Context: an optimization exercise on an open-source flow, tuned for small area. The choices shown serve that exercise and are no tape-out recipe. Power figures rest on the tool's default switching activity, not on a simulated workload.

== green ==
==> flow/design.v <==
package fetch_pkg;
	localparam int ROB_TAG_W = 3;  
	localparam int BHT_IDX_W = 4;  
	typedef logic [31:0]          xlen_t;
	typedef logic [4:0]           reg_idx_t;
	typedef logic [ROB_TAG_W-1:0] rob_tag_t;
	typedef logic [BHT_IDX_W-1:0] bht_idx_t;
	localparam logic [6:0] OPC_LUI    = 7'h37;
	localparam logic [6:0] OPC_AUIPC  = 7'h17;
	localparam logic [6:0] OPC_JAL    = 7'h6f;
	localparam logic [6:0] OPC_JALR   = 7'h67;
	localparam logic [6:0] OPC_BRANCH = 7'h63;
	localparam logic [6:0] OPC_LOAD   = 7'h03;
	localparam logic [6:0] OPC_STORE  = 7'h23;
	localparam logic [6:0] OPC_OP     = 7'h33;  
	localparam logic [6:0] OPC_OP_IMM = 7'h13;  
	typedef enum logic [2:0] {
		ic_alu,
		ic_load,
		ic_store,
		ic_branch,
		ic_jal,
		ic_jalr,
		ic_lui_auipc
	} inst_class_e;
	typedef struct packed {
		xlen_t       pc;
		xlen_t       inst;
		inst_class_e cls;
		reg_idx_t    rd;      
		xlen_t       imm;     
		xlen_t       target;  
		logic        taken;   
	} q_entry_t;
	typedef struct packed {
		q_entry_t entry;
		rob_tag_t tag;
	} issue_entry_t;
endpackage
module fetch_ctrl (
	input  logic clk,
	input  logic rst,
	input  logic flush,
	input  logic mem_ack,
	input  logic queue_full,
	output logic mem_req,
	output logic fetch_done
);
	typedef enum logic [1:0] {
		st_idle,          
		st_wait_ack,      
		st_wait_release,  
		st_discard        
	} state_e;
	state_e state, state_nxt;
	logic can_start;
	assign can_start = !mem_ack && (!queue_full || flush);
	always_comb begin
		state_nxt = state;
		case (state)
			st_idle: begin
				if (can_start)
					state_nxt = st_wait_ack;  
			end
			st_wait_ack: begin
				if (mem_ack)
					state_nxt = st_wait_release;  
				else if (flush)
					state_nxt = st_discard;  
			end
			st_discard: begin
				if (mem_ack)
					state_nxt = st_wait_release;
			end
			st_wait_release: begin
				if (!mem_ack)
					state_nxt = st_idle;
			end
			default: state_nxt = st_idle;
		endcase
	end
	always_ff @(posedge clk) begin
		if (rst)
			state <= st_idle;
		else
			state <= state_nxt;
	end
	assign mem_req = (state == st_wait_ack) || (state == st_discard);
	assign fetch_done = (state == st_wait_ack) && mem_ack && !flush;
endmodule
module pc_gen #(
	parameter logic [31:0] RESET_PC = '0
) (
	input  logic     clk,
	input  logic     rst,
	input  logic     flush,
	input  fetch_pkg::xlen_t    flush_pc,
	input  logic     fetch_done,
	input  fetch_pkg::xlen_t    inst,       
	input  logic     bht_taken,  
	output fetch_pkg::xlen_t    pc
);
	logic is_jal, is_br;
	fetch_pkg::xlen_t step, pc_next;
	assign is_jal = inst[6:0] == fetch_pkg::OPC_JAL;
	assign is_br  = inst[6:0] == fetch_pkg::OPC_BRANCH;
	always_comb begin
		if (is_jal)
			step = {{11{inst[31]}}, inst[31], inst[19:12], inst[20], inst[30:21], 1'b0};
		else if (is_br && bht_taken)
			step = {{19{inst[31]}}, inst[31], inst[7], inst[30:25], inst[11:8], 1'b0};
		else
			step = 32'd4;
	end
	assign pc_next = pc + step;
	always_ff @(posedge clk) begin
		if (rst)
			pc <= RESET_PC;
		else if (flush)
			pc <= flush_pc;  
		else if (fetch_done)
			pc <= pc_next;
	end
endmodule
module inst_decode (
	input  fetch_pkg::xlen_t    inst,
	output logic [2:0]          cls,
	output fetch_pkg::reg_idx_t rd,
	output fetch_pkg::xlen_t    imm
);
	logic [6:0] opcode;
	assign opcode = inst[6:0];
	always_comb begin
		rd  = inst[11:7];
		cls = fetch_pkg::ic_alu;
		imm = {{20{inst[31]}}, inst[31:20]};  
		case (opcode)
			fetch_pkg::OPC_LOAD: cls = fetch_pkg::ic_load;
			fetch_pkg::OPC_STORE: begin
				cls = fetch_pkg::ic_store;
				rd  = '0;
				imm = {{20{inst[31]}}, inst[31:25], inst[11:7]};
			end
			fetch_pkg::OPC_BRANCH: begin
				cls = fetch_pkg::ic_branch;
				rd  = '0;
				imm = {{19{inst[31]}}, inst[31], inst[7],
					inst[30:25], inst[11:8], 1'b0};
			end
			fetch_pkg::OPC_JAL: begin
				cls = fetch_pkg::ic_jal;
				imm = {{11{inst[31]}}, inst[31], inst[19:12],
					inst[20], inst[30:21], 1'b0};
			end
			fetch_pkg::OPC_JALR: cls = fetch_pkg::ic_jalr;
			fetch_pkg::OPC_LUI, fetch_pkg::OPC_AUIPC: begin
				cls = fetch_pkg::ic_lui_auipc;
				imm = {inst[31:12], 12'b0};  
			end
			default: cls = fetch_pkg::ic_alu;  
		endcase
	end
endmodule
module inst_queue #(
	parameter int QUEUE_DEPTH = 8
) (
	input  logic        clk,
	input  logic        rst,
	input  logic        flush,
	input  logic        push,
	input  logic [31:0] push_inst,
	input  logic        push_bht,
	input  logic        pop,
	output logic [31:0] head_inst,
	output logic        head_bht,
	output logic        empty,
	output logic        full
);
	localparam int RING  = QUEUE_DEPTH - 1;
	localparam int CNT_W = $clog2(QUEUE_DEPTH + 1);
	logic [32:0] ring [0:RING-1];  
	logic [32:0] head_q, ring_out;
	logic [CNT_W-1:0] count;  
	logic do_push, one, head_load, head_from_ring, ring_push;
	assign empty   = count == '0;
	assign one     = count == CNT_W'(1);
	assign full    = count == CNT_W'(QUEUE_DEPTH);
	assign do_push = push && !full;
	assign {head_bht, head_inst} = head_q;
	assign ring_out = ring[count - CNT_W'(2)];  
	assign head_from_ring = pop && !one;
	assign head_load      = head_from_ring || (do_push && (empty || (pop && one)));
	assign ring_push      = do_push && !empty && !(pop && one);
	always_ff @(posedge clk) begin
		if (rst || flush)
			count <= '0;
		else if (do_push && !pop)
			count <= count + 1'b1;
		else if (pop && !do_push)
			count <= count - 1'b1;
	end
	always_ff @(posedge clk) begin
		if (head_load)
			head_q <= head_from_ring ? ring_out : {push_bht, push_inst};
		if (ring_push) begin
			ring[0] <= {push_bht, push_inst};
			for (int i = 1; i < RING; i++)
				ring[i] <= ring[i-1];
		end
	end
endmodule
module issue_router (
	input  logic         clk,
	input  logic         rst,
	input  logic         flush,
	input  fetch_pkg::xlen_t        fetch_pc,
	input  logic         empty,
	input  logic [31:0]  head_inst,
	input  logic         head_bht,
	input  logic         rob_full,
	input  logic         slb_full,
	input  logic         rs_full,
	output logic         pop,
	output logic         issue_valid,
	output logic         issue_to_slb,
	output fetch_pkg::issue_entry_t issue_entry
);
	fetch_pkg::rob_tag_t tag_cnt;  
	fetch_pkg::xlen_t    head_pc;  
	logic [2:0]          cls;
	fetch_pkg::reg_idx_t rd;
	fetch_pkg::xlen_t    imm, target, pc_plus4, pc_next;
	logic                is_jal, is_br, taken, target_full;
	inst_decode u_dec (.inst(head_inst), .cls, .rd, .imm);
	assign is_jal = cls == fetch_pkg::ic_jal;
	assign is_br  = cls == fetch_pkg::ic_branch;
	assign taken  = is_jal || (is_br && head_bht);
	logic        jb, c_lo, c_inc, imm_sign;
	logic [20:0] sum_lo;
	logic [18:0] inc_lo;
	logic [10:0] pc_hi, hi_up, hi_dn, target_hi;
	assign jb       = is_jal || is_br;
	assign imm_sign = jb && imm[31];
	assign {c_lo, sum_lo}   = {1'b0, head_pc[20:0]} + {1'b0, jb ? imm[20:0] : 21'd4};
	assign {c_inc, inc_lo}  = {1'b0, head_pc[20:2]} + 20'd1;
	assign pc_hi = head_pc[31:21];
	assign hi_up = pc_hi + 11'd1;
	assign hi_dn = pc_hi - 11'd1;
	always_comb begin
		case ({imm_sign, c_lo})
			2'b01:   target_hi = hi_up;
			2'b10:   target_hi = hi_dn;
			default: target_hi = pc_hi;
		endcase
	end
	assign target   = {target_hi, sum_lo};
	assign pc_plus4 = {c_inc ? hi_up : pc_hi, inc_lo, head_pc[1:0]};
	assign pc_next  = taken ? target : pc_plus4;
	assign issue_to_slb = (cls == fetch_pkg::ic_load) || (cls == fetch_pkg::ic_store);
	assign target_full  = issue_to_slb ? slb_full : rs_full;
	assign issue_valid = !empty && !rob_full && !target_full;
	assign pop         = issue_valid;
	assign issue_entry = {head_pc, head_inst, cls, rd, imm, target, taken, tag_cnt};
	always_ff @(posedge clk) begin
		if (rst || flush)
			tag_cnt <= '0;  
		else if (issue_valid)
			tag_cnt <= tag_cnt + 1'b1;  
	end
	always_ff @(posedge clk) begin
		if (empty)
			head_pc <= fetch_pc;
		else if (issue_valid)
			head_pc <= pc_next;
	end
endmodule
module ifu_top #(
	parameter int    QUEUE_DEPTH = 8,
	parameter logic [31:0] RESET_PC    = '0
) (
	input  logic         clk,
	input  logic         rst,
	input  logic         flush,
	input  fetch_pkg::xlen_t        flush_pc,
	output logic         mem_req,
	output fetch_pkg::xlen_t        mem_addr,
	input  logic         mem_ack,
	input  fetch_pkg::xlen_t        mem_data,
	output fetch_pkg::bht_idx_t     bht_idx,
	input  logic         bht_taken,
	input  logic         rob_full,
	input  logic         slb_full,
	input  logic         rs_full,
	output logic         issue_valid,
	output logic         issue_to_slb,
	output fetch_pkg::issue_entry_t issue_entry
);
	logic     fetch_done, queue_full, queue_empty, queue_pop;
	fetch_pkg::xlen_t    pc;
	logic [31:0] head_inst;
	logic        head_bht;
	assign mem_addr = pc;  
	assign bht_idx  = mem_data[fetch_pkg::BHT_IDX_W+1:2];
	fetch_ctrl u_ctrl (.clk, .rst, .flush, .mem_ack, .queue_full,
		.mem_req, .fetch_done);
	pc_gen #(.RESET_PC(RESET_PC)) u_pc (.clk, .rst, .flush, .flush_pc,
		.fetch_done, .inst(mem_data), .bht_taken, .pc);
	inst_queue #(.QUEUE_DEPTH(QUEUE_DEPTH)) u_q (.clk, .rst, .flush,
		.push(fetch_done), .push_inst(mem_data), .push_bht(bht_taken),
		.pop(queue_pop), .head_inst, .head_bht,
		.empty(queue_empty), .full(queue_full));
	issue_router u_iss (.clk, .rst, .flush, .fetch_pc(pc),
		.empty(queue_empty), .head_inst, .head_bht, .rob_full, .slb_full,
		.rs_full, .pop(queue_pop), .issue_valid, .issue_to_slb, .issue_entry);
endmodule
==> flow/config.mk <==
export PLATFORM = sky130hd
export DESIGN_NAME = ifu_top
export DESIGN_NICKNAME = ifu_top
export VERILOG_FILES = /design/flow/design.v
export SDC_FILE = /design/flow/constraint.sdc
export NUM_CORES = 4
export LEC_CHECK = 0
export CAP_MARGIN = 20
export CORE_MARGIN = 2
export CORE_UTILIZATION = 40
export SLEW_MARGIN = 20
==> flow/constraint.sdc <==
create_clock -name core_clock -period 6.0 [get_ports {clk}]
set_input_delay 1.2000 -clock core_clock [delete_from_list [all_inputs] [get_ports {clk}]]
set_output_delay 1.2000 -clock core_clock [all_outputs]
set_load 0.01 [all_outputs]
standard.sh (not shown) runs the stock make flow with config.mk's settings and CLKGATE_MAP_FILE= SYNTH_SCRIPT=/design/flow/synth_recipe.tcl, a recipe that flattens the netlist after the stock synthesis.
==> flow/flow/run.sh <==
#!/bin/bash
# The standard layout with two changes to how it is made:
#  - synthesis maps logic with an area-oriented ABC script (flow/abc_area.script);
#    everything else in synthesis, registers included, is the standard one
#  - plain buf_1 cells as the port buffers (every port still gets its own buffer)
set -euo pipefail
here=$(pwd)
rm -rf "$here/scripts_abc"
cp -r "$FLOW_HOME/scripts" "$here/scripts_abc"
cp "$here/flow/abc_area.script" "$here/scripts_abc/abc_speed.script"
export BUFFER_PORTS_ARGS="-buffer_cell sky130_fd_sc_hd__buf_1"
bash standard.sh SCRIPTS_DIR="$here/scripts_abc" synth > synth.log 2>&1
bash standard.sh finish > layout.log 2>&1
==> flow/flow/abc_area.script <==
&get -n
&st
&syn2
&dc2
&dch
&nf -R 1000
&put
topo
dnsize -c
Complete run, failing final checks: green, reason setup timing.
Inputs modified between green and blue:
diff --git a/flow/design.v b/flow/design.v
--- a/flow/design.v
+++ b/flow/design.v
@@ -171,25 +171,28 @@
 	input  logic [31:0] push_inst,
 	input  logic        push_bht,
 	input  logic        pop,
 	output logic [31:0] head_inst,
 	output logic        head_bht,
+	output logic        head_jal,  
+	output logic        head_br,   
 	output logic        empty,
 	output logic        full
 );
 	localparam int RING  = QUEUE_DEPTH - 1;
 	localparam int CNT_W = $clog2(QUEUE_DEPTH + 1);
 	logic [32:0] ring [0:RING-1];  
-	logic [32:0] head_q, ring_out;
+	logic [32:0] head_q, ring_out, head_d;
 	logic [CNT_W-1:0] count;  
 	logic do_push, one, head_load, head_from_ring, ring_push;
 	assign empty   = count == '0;
 	assign one     = count == CNT_W'(1);
 	assign full    = count == CNT_W'(QUEUE_DEPTH);
 	assign do_push = push && !full;
 	assign {head_bht, head_inst} = head_q;
 	assign ring_out = ring[count - CNT_W'(2)];  
+	assign head_d   = head_from_ring ? ring_out : {push_bht, push_inst};
 	assign head_from_ring = pop && !one;
 	assign head_load      = head_from_ring || (do_push && (empty || (pop && one)));
 	assign ring_push      = do_push && !empty && !(pop && one);
 	always_ff @(posedge clk) begin
 		if (rst || flush)
@@ -198,12 +201,15 @@
 			count <= count + 1'b1;
 		else if (pop && !do_push)
 			count <= count - 1'b1;
 	end
 	always_ff @(posedge clk) begin
-		if (head_load)
-			head_q <= head_from_ring ? ring_out : {push_bht, push_inst};
+		if (head_load) begin
+			head_q   <= head_d;
+			head_jal <= head_d[6:0] == fetch_pkg::OPC_JAL;
+			head_br  <= head_d[6:0] == fetch_pkg::OPC_BRANCH;
+		end
 		if (ring_push) begin
 			ring[0] <= {push_bht, push_inst};
 			for (int i = 1; i < RING; i++)
 				ring[i] <= ring[i-1];
 		end
@@ -215,10 +221,12 @@
 	input  logic         flush,
 	input  fetch_pkg::xlen_t        fetch_pc,
 	input  logic         empty,
 	input  logic [31:0]  head_inst,
 	input  logic         head_bht,
+	input  logic         head_jal,
+	input  logic         head_br,
 	input  logic         rob_full,
 	input  logic         slb_full,
 	input  logic         rs_full,
 	output logic         pop,
 	output logic         issue_valid,
@@ -230,20 +238,30 @@
 	logic [2:0]          cls;
 	fetch_pkg::reg_idx_t rd;
 	fetch_pkg::xlen_t    imm, target, pc_plus4, pc_next;
 	logic                is_jal, is_br, taken, target_full;
 	inst_decode u_dec (.inst(head_inst), .cls, .rd, .imm);
-	assign is_jal = cls == fetch_pkg::ic_jal;
-	assign is_br  = cls == fetch_pkg::ic_branch;
+	assign is_jal = head_jal;
+	assign is_br  = head_br;
 	assign taken  = is_jal || (is_br && head_bht);
 	logic        jb, c_lo, c_inc, imm_sign;
+	logic [20:0] offset;
 	logic [20:0] sum_lo;
 	logic [18:0] inc_lo;
 	logic [10:0] pc_hi, hi_up, hi_dn, target_hi;
 	assign jb       = is_jal || is_br;
-	assign imm_sign = jb && imm[31];
-	assign {c_lo, sum_lo}   = {1'b0, head_pc[20:0]} + {1'b0, jb ? imm[20:0] : 21'd4};
+	assign imm_sign = jb && head_inst[31];
+	always_comb begin
+		if (is_jal)
+			offset = {head_inst[31], head_inst[19:12], head_inst[20], head_inst[30:21], 1'b0};
+		else if (is_br)
+			offset = {{8{head_inst[31]}}, head_inst[31], head_inst[7], head_inst[30:25],
+				head_inst[11:8], 1'b0};
+		else
+			offset = 21'd4;
+	end
+	assign {c_lo, sum_lo}   = {1'b0, head_pc[20:0]} + {1'b0, offset};
 	assign {c_inc, inc_lo}  = {1'b0, head_pc[20:2]} + 20'd1;
 	assign pc_hi = head_pc[31:21];
 	assign hi_up = pc_hi + 11'd1;
 	assign hi_dn = pc_hi - 11'd1;
 	always_comb begin
@@ -296,20 +314,20 @@
 	output fetch_pkg::issue_entry_t issue_entry
 );
 	logic     fetch_done, queue_full, queue_empty, queue_pop;
 	fetch_pkg::xlen_t    pc;
 	logic [31:0] head_inst;
-	logic        head_bht;
+	logic        head_bht, head_jal, head_br;
 	assign mem_addr = pc;  
 	assign bht_idx  = mem_data[fetch_pkg::BHT_IDX_W+1:2];
 	fetch_ctrl u_ctrl (.clk, .rst, .flush, .mem_ack, .queue_full,
 		.mem_req, .fetch_done);
 	pc_gen #(.RESET_PC(RESET_PC)) u_pc (.clk, .rst, .flush, .flush_pc,
 		.fetch_done, .inst(mem_data), .bht_taken, .pc);
 	inst_queue #(.QUEUE_DEPTH(QUEUE_DEPTH)) u_q (.clk, .rst, .flush,
 		.push(fetch_done), .push_inst(mem_data), .push_bht(bht_taken),
-		.pop(queue_pop), .head_inst, .head_bht,
+		.pop(queue_pop), .head_inst, .head_bht, .head_jal, .head_br,
 		.empty(queue_empty), .full(queue_full));
 	issue_router u_iss (.clk, .rst, .flush, .fetch_pc(pc),
-		.empty(queue_empty), .head_inst, .head_bht, .rob_full, .slb_full,
+		.empty(queue_empty), .head_inst, .head_bht, .head_jal, .head_br, .rob_full, .slb_full,
 		.rs_full, .pop(queue_pop), .issue_valid, .issue_to_slb, .issue_entry);
 endmodule
==> run summary <==
blue: complete, dirty (setup timing)
Taking green as 1.0, blue lands at 1.07 on non-clock buffer count.
Share of power burned in the clock network (lower): blue
Relative to green, post-layout total power has gone up in blue.
Looking at clock-buffer cell count, blue sits 12% above green.
Diff green -> blue | average footprint of a synthesized cell | down by a few percent
Per the comparison of blue with green, finished layout cell area went up by 1.6%, via density per instance went up by about 0.5%.
No functional check of the RTL was part of any run of this note.

==> port drivers added, routing unchanged <==
The flow's constraints put no driver on any port. The routed layouts listed below were extracted and timed again, unchanged, in two steps.
Step 1, drivers: a clkbuf_16 drives clk and a buf_2 each remaining input, both assumed.
Step 2 also shifts input and output timing later by t, the mid clock arrival at the registers, as if the neighbouring blocks saw the same clock.
a / b / c = ideal / step 1 / step 2; a / b = the first two.
| run | t (ns) | setup slack, ns | worst setup path at the end | latest minus earliest clock arrival (ns) | cell pins on the clock port's net |
|---|---|---|---|---|---|
| green | 0.581 | -0.214 / -0.267 / 0.091 | input to register | 0.019 / 0.018 | 1 |
| blue | 0.593 | -0.608 / -0.666 / -0.073 | register to output | 0.014 / 0.015 | 1 |
